Background: an optimization exercise with open tools, aiming at small area. Do not read the settings as production practice. Function was checked by simulation only, so behaviour that the tests miss may differ from the original. Power figures rest on the tool's default switching activity, not on a simulated workload.

==> flow/design.v (excerpt) <==
module sha256_hasher (
  input  wire logic                     clk,
  input  wire logic                     block_load,
  input  wire logic                     block_start,
  input  wire logic                     message_load,
  input  wire sha256_pkg::sha256_block_t block,
  output logic                          block_ready,
  output logic                          done,
  output sha256_pkg::sha256_state_t     hash,
  output sha256_pkg::block_count_t      block_count
);
For scale: ~2500 cells after synthesis, roughly 1100 flip-flops, about 780 I/O pins.
Settings: LEC_CHECK=0, CAP_MARGIN=20, CORE_MARGIN=2, CORE_UTILIZATION=60, PLACE_DENSITY=0.7, SLEW_MARGIN=20; clock period 10.0 ns.
standard.sh (not shown) runs the stock make flow with config.mk's settings and CLKGATE_MAP_FILE= SYNTH_SCRIPT=/design/flow/synth_recipe.tcl, a recipe that flattens the netlist after the stock synthesis.
==> flow/flow/run.sh <==
#!/bin/bash
# The standard layout with three changes: ABC maps the logic for area
# (flow/abc_map.script, in a copy of the ORFS scripts), the ports get the
# smallest buffer, and the clock tree uses small buffers and no dummy
# loads. Each tool's output stays in orfs/logs; make's own output goes
# to flow_make.log here.
set -euo pipefail
rm -rf scripts_area
cp -r "$FLOW_HOME/scripts" scripts_area
cp flow/abc_map.script scripts_area/abc_speed.script
export BUFFER_PORTS_ARGS="-buffer_cell sky130_fd_sc_hd__buf_1"
export CTS_ARGS="-sink_clustering_enable -repair_clock_nets -dont_use_dummy_load -buf_list sky130_fd_sc_hd__clkbuf_4 -root_buf sky130_fd_sc_hd__clkbuf_16 -tree_buf sky130_fd_sc_hd__clkbuf_16 -sink_clustering_size 10 -sink_clustering_max_diameter 60"
bash standard.sh SCRIPTS_DIR="$PWD/scripts_area" finish > flow_make.log 2>&1
==> flow/flow/abc_map.script <==
strash
dc2
dch -f
amap
topo
The starting point finished clean.
Change:
==> flow/flow/run.sh (replaced) <==
#!/bin/bash
# The standard layout, with the smallest buffer on the ports and no
# dummy loads in the clock tree. Each tool's output stays in orfs/logs;
# make's own output goes to flow_make.log here.
set -euo pipefail
export BUFFER_PORTS_ARGS="-buffer_cell sky130_fd_sc_hd__buf_1"
export CTS_ARGS="-sink_clustering_enable -repair_clock_nets -dont_use_dummy_load"
bash standard.sh finish > flow_make.log 2>&1
removed: flow/flow/abc_map.script
Outcome: The changed run ran to the end with no violations; wire length goes up by 3.3%; worst setup slack gains 1.2 ns; hold slack is worse by 0.0072 ns; final area rose by 5.6%; global-route usage goes down by 1.2 points; register-to-register slack gains 1.2 ns; utilization went up by 1.5 points; area after synthesis rises by 4.5%; power rose by 19%; clock skew is higher by 0.0082 ns; clock power rose by 61%.

* * *

== main ==
Starting RTL as in the previous note.
## sha256_hasher
module sha256_hasher (
  input  wire logic                     clk,
  input  wire logic                     block_load,
  input  wire logic                     block_start,
  input  wire logic                     message_load,
  input  wire sha256_pkg::sha256_block_t block,
  output logic                          block_ready,
  output logic                          done,
  output sha256_pkg::sha256_state_t     hash,
  output sha256_pkg::block_count_t      block_count
);
export LEC_CHECK = 0
export CAP_MARGIN = 20
export CORE_MARGIN = 2
export CORE_UTILIZATION = 60
export PLACE_DENSITY = 0.7
export SLEW_MARGIN = 20
create_clock -name core_clock -period 10.0 [get_ports {clk}]
==> flow/flow/run.sh <==
#!/bin/bash
# The standard layout, with the smallest buffer on the ports and a
# clock tree of small buffers without dummy loads. Each tool's output
# stays in orfs/logs; make's own output goes to flow_make.log here.
set -euo pipefail
export BUFFER_PORTS_ARGS="-buffer_cell sky130_fd_sc_hd__buf_1"
export CTS_ARGS="-sink_clustering_enable -repair_clock_nets -dont_use_dummy_load -buf_list {sky130_fd_sc_hd__clkbuf_2 sky130_fd_sc_hd__clkbuf_4 sky130_fd_sc_hd__clkbuf_8}"
bash standard.sh finish > flow_make.log 2>&1
Both conditions hold for main: the flow ran to the end and the final layout passed the timing, DRC and antenna checks.
What the feature branch does differently from main at the input level:
==> flow/flow/run.sh <==
#!/bin/bash
# The standard layout with three changes: ABC maps the logic for area
# (flow/abc_map.script, in a copy of the ORFS scripts), the ports get the
# smallest buffer, and the clock tree uses small buffers and no dummy
# loads. Each tool's output stays in orfs/logs; make's own output goes
# to flow_make.log here.
set -euo pipefail
rm -rf scripts_area
cp -r "$FLOW_HOME/scripts" scripts_area
cp flow/abc_map.script scripts_area/abc_speed.script
export BUFFER_PORTS_ARGS="-buffer_cell sky130_fd_sc_hd__buf_1"
export CTS_ARGS="-sink_clustering_enable -repair_clock_nets -dont_use_dummy_load -buf_list sky130_fd_sc_hd__clkbuf_4 -sink_clustering_size 10 -sink_clustering_max_diameter 60"
bash standard.sh SCRIPTS_DIR="$PWD/scripts_area" finish > flow_make.log 2>&1
==> flow/flow/abc_map.script (new file) <==
strash
dc2
dch -f
amap
topo
Final-report hold violation count essentially unchanged between the feature branch and main.
The feature branch reports its first element of the critical path as u_ctrl.c[2] while main reports u_ctrl.c[4].
Summary of the feature branch over main: simple-gate area share of the yosys netlist increased by 0.28 points relative to the old numbers, maximum net fanout on the critical path decreased by 11 relative to the old numbers.
Note that the total power of the final layout recorded for the feature branch amounts to 0.866 times the value seen in main.

re-timing with driven ports:
In the flow no input, the clock included, has a driving cell. The finished layouts below were timed again as built, in two steps. Step 1 (the two cells are an assumption about what drives the block):
set clk [get_ports {clk}]
set_driving_cell -lib_cell sky130_fd_sc_hd__clkbuf_16 $clk
set_driving_cell -lib_cell sky130_fd_sc_hd__buf_2 [delete_from_list [all_inputs] $clk]
Step 2 also shifts input and output timing later by t, the mid clock arrival at the registers, as if the neighbouring blocks saw the same clock. a / b / c = no drivers / after step 1 / after step 2; a / b = the first two.
| run | t, ns | setup slack, ns | worst hold slack (ns) | worst setup path at the end | clock arrival spread, ns |
|---|---|---|---|---|---|
| the first run of note 1 | 0.663 | 1.436 / 1.436 / 1.436 | 0.269 / 0.269 / 0.269 | register to register | 0.099 / 0.098 |
| the second run of note 1 | 0.686 | 2.598 / 2.598 / 2.598 | 0.262 / 0.262 / 0.262 | register to register | 0.100 / 0.101 |
| main | 0.801 | 2.719 / 2.719 / 2.719 | 0.293 / 0.293 / 0.293 | register to register | 0.095 / 0.095 |
| the feature branch | 0.942 | 1.402 / 1.402 / 1.402 | 0.271 / 0.271 / 0.271 | register to register | 0.159 / 0.159 |
After both steps every run listed still meets setup and hold.
